From an optimization exercise on the open Yosys and OpenROAD flow, aimed at small area, a short achievable clock period and few clock cycles; shortcuts taken in it are not production practice.
Function was checked by simulation only, so behaviour that the tests miss may differ from the original.
Power figures rest on the tool's default switching activity, not on a simulated workload.

## run A
==> flow/design.v (excerpt) <==
module ascon_hash (
    input  logic        clk,
    input  logic        rst,
    input  logic        in_valid,
    input  logic [15:0] in_data,
    input  logic [3:0]  in_kind,
    input  logic        in_last,
    output logic        in_credit,
    input  logic        out_credit,
    output logic        out_valid,
    output logic [15:0] out_data,
    output logic [3:0]  out_kind,
    output logic        out_last
);
    localparam int UNROLL = 1;
    localparam int NPH    = 12 / UNROLL;
    localparam int PH_W   = (NPH > 1) ? $clog2(NPH) : 1;
    localparam logic [319:0] HASH_IV =
        320'hee9398aadb67f03d8bb21831c60f1002b48a92db98d5da6243189921b8f8e3e8348fa5c9d525e140;
    localparam logic [319:0] XOF_IV =
        320'hb57e273b814cd4162b51042562ae242066a3a7768ddf22185aad0a7a8153650c4f3e0e32539493b6;
    localparam logic [1:0] P_IDLE = 2'd0, P_LEN0 = 2'd1, P_LEN1 = 2'd2, P_ABS = 2'd3;
    function automatic logic [63:0] ror(input logic [63:0] x, input int n);
        ror = (x >> n) | (x << (64 - n));
    endfunction
    function automatic logic [319:0] perm_round(input logic [319:0] s);
        logic [63:0] x0, x1, x2, x3, x4;
        logic [63:0] t0, t1, t2, t3, t4;
        {x0, x1, x2, x3, x4} = s;
        x0 = x0 ^ x4;
        x4 = x4 ^ x3;
        x2 = x2 ^ x1;
        t0 = ~x0 & x1;
        t1 = ~x1 & x2;
        t2 = ~x2 & x3;
        t3 = ~x3 & x4;
        t4 = ~x4 & x0;
        x0 = x0 ^ t1;
        x1 = x1 ^ t2;
        x2 = x2 ^ t3;
        x3 = x3 ^ t4;
        x4 = x4 ^ t0;
        x1 = x1 ^ x0;
        x0 = x0 ^ x4;
        x3 = x3 ^ x2;
  ...
Size: roughly 580 flip-flops, about 48 I/O pins, ~0.037 mm² of cells after synthesis.
Settings: LEC_CHECK=0, CAP_MARGIN=20, CORE_MARGIN=2, CORE_UTILIZATION=65, CTS_CLUSTER_DIAMETER=70, CTS_CLUSTER_SIZE=25, SLEW_MARGIN=20; clock period 10.0 ns.
standard.sh (not shown) runs the stock make flow with config.mk's settings and CLKGATE_MAP_FILE= SYNTH_SCRIPT=/design/flow/synth_recipe.tcl, a recipe that flattens the netlist after the stock synthesis.
==> flow/flow/run.sh <==
#!/bin/bash
# The standard layout, with timing repair asked to leave extra setup slack
# at the design's own clock period and constraints.
set -euo pipefail
bash standard.sh SETUP_SLACK_MARGIN=7 finish > standard_flow.log 2>&1
Testbench counts of run A, summed over its fixed seeds: cycles 13,850.
Here is what was changed in the inputs of run B compared with run A.
- CTS_CLUSTER_DIAMETER changed from 70 to 60
- CTS_CLUSTER_SIZE changed from 25 to 30
Notes after the runs:
Diff run A -> run B: worst max-slew margin expressed relative to the limit saw a decrease; total of fill cells in the finished design roughly the same.
On via density per instance, run A and run B are basically level.
obuf[56]$_DFFE_PP_ as the first element of the critical path was reported by run B, and obuf[50]$_DFFE_PP_ by run A.
Higher worst reg-to-reg setup slack among run A and run B: run A
Between run B and run A, the largest stage delay on the critical path figures differ only marginally.
Layout-stage area growth over the synthesis result: run B higher than run A
Starting DRC count in detailed routing in run B is 122 higher than in run A
Taking run A as the reference, in run B antenna diode count lost 2; design area was more or less identical; wire length after detailed routing about even; clock period minus worst slack went up by 0.019 ns.
Modified inputs, run C compared to run B
- CTS_CLUSTER_SIZE changed from 30 to 20
--- outcome ---
- From run C to run B, cell area after technology mapping did not move at all.
- Between run B and run C, the area added between synthesis and finish does not differ in any meaningful way.
- Diff run B -> run C: met1 usage comparable; number of global-route vias before repair increased by about 0.46% relative to the old numbers; total power dropped 0.078 mW; global-route usage now sits at about the same level.
- Run C vs run B: combinational share of power up in run C
- Status: total vias in the final route parity (run C, run B)
- ~same detailed-route wire length per cell in run B and run C
- Any difference in largest net degree at the start of global routing between run B and run C is small enough to ignore.


ascon_hash again, from the RTL that the note above started with.
==> flow/config.mk <==
export PLATFORM = sky130hd
export DESIGN_NAME = ascon_hash
export DESIGN_NICKNAME = ascon_hash
export VERILOG_FILES = /design/flow/design.v
export SDC_FILE = /design/flow/constraint.sdc
export NUM_CORES = 4
export LEC_CHECK = 0
export CAP_MARGIN = 20
export CORE_MARGIN = 2
export CORE_UTILIZATION = 60
export CTS_CLUSTER_DIAMETER = 70
export CTS_CLUSTER_SIZE = 25
export SLEW_MARGIN = 20
==> flow/constraint.sdc <==
create_clock -name core_clock -period 10.0 [get_ports {clk}]
set_input_delay 2.0000 -clock core_clock [delete_from_list [all_inputs] [get_ports {clk}]]
set_output_delay 2.0000 -clock core_clock [all_outputs]
set_load 0.01 [all_outputs]
Scripts as last shown in full above: flow/flow/run.sh
Testbench counts at the start, summed over its fixed seeds: cycles 13,850.
==> next run, changes <==
--- a/flow/flow/run.sh
+++ b/flow/flow/run.sh
@@ -4,2 +4,2 @@
 set -euo pipefail
-bash standard.sh SETUP_SLACK_MARGIN=7 finish > standard_flow.log 2>&1
+bash standard.sh SETUP_SLACK_MARGIN=7.15 finish > standard_flow.log 2>&1
CORE_UTILIZATION = 65   (was 60)
=> The changed run ran to the end with no violations; register-to-register slack degrades by 0.06 ns; worst setup slack degrades by 0.0041 ns; routed wire length falls slightly.
==> next run, changes <==
--- a/flow/flow/run.sh
+++ b/flow/flow/run.sh
@@ -4,2 +4,2 @@
 set -euo pipefail
-bash standard.sh SETUP_SLACK_MARGIN=7.15 finish > standard_flow.log 2>&1
+bash standard.sh SETUP_SLACK_MARGIN=6.9 finish > standard_flow.log 2>&1
Result: The changed run completed without violations. Power shrinks by 4.2%. Cell count came out lower by 0.82%. Via count falls by 1.9%. Utilization fell by 2.0 points. Routed wire length falls by 2.9%. Cell area shrinks by 2.8%. Setup slack degrades by 0.051 ns.

[separate check: timing with driven ports]
How much do the figures lean on ideal ports? The routed layouts below were timed once more, with nothing changed but the port constraints. Step 1 sets driving cells, clkbuf_16 on the clock port and buf_2 on the other inputs (assumed; they add their load-dependent delay and slew). Step 2 adds t to the input delays and takes it off the output delays; t is the mean of the earliest and latest rising clock arrival at the registers after step 1. Input paths then give back, and output paths get back, about the clock's delay inside the block. Three values: no drivers, after step 1, after step 2; two values: the first two.
| run | t, ns | slack for setup (ns) | slew at the worst register clock pin (ns) |
|---|---|---|---|
| run A | 0.691 | 6.847 / 6.778 / 6.443 | 0.11 / 0.11 |
| run B | 0.700 | 6.828 / 6.762 / 6.456 | 0.11 / 0.11 |
| run C | 0.690 | 6.836 / 6.769 / 6.446 | 0.09 / 0.09 |
| the first run of note 2 | 0.677 | 6.849 / 6.785 / 6.395 | 0.11 / 0.11 |
| the second run of note 2 | 0.673 | 6.845 / 6.782 / 6.607 | 0.10 / 0.10 |
| the third run of note 2 | 0.659 | 6.794 / 6.794 / 6.329 | 0.10 / 0.10 |
After both steps every run listed still meets setup and hold. The setup slack of the third run of note 2, which loses most, moves by 0.000 ns with the drivers and by -0.465 ns with both steps.
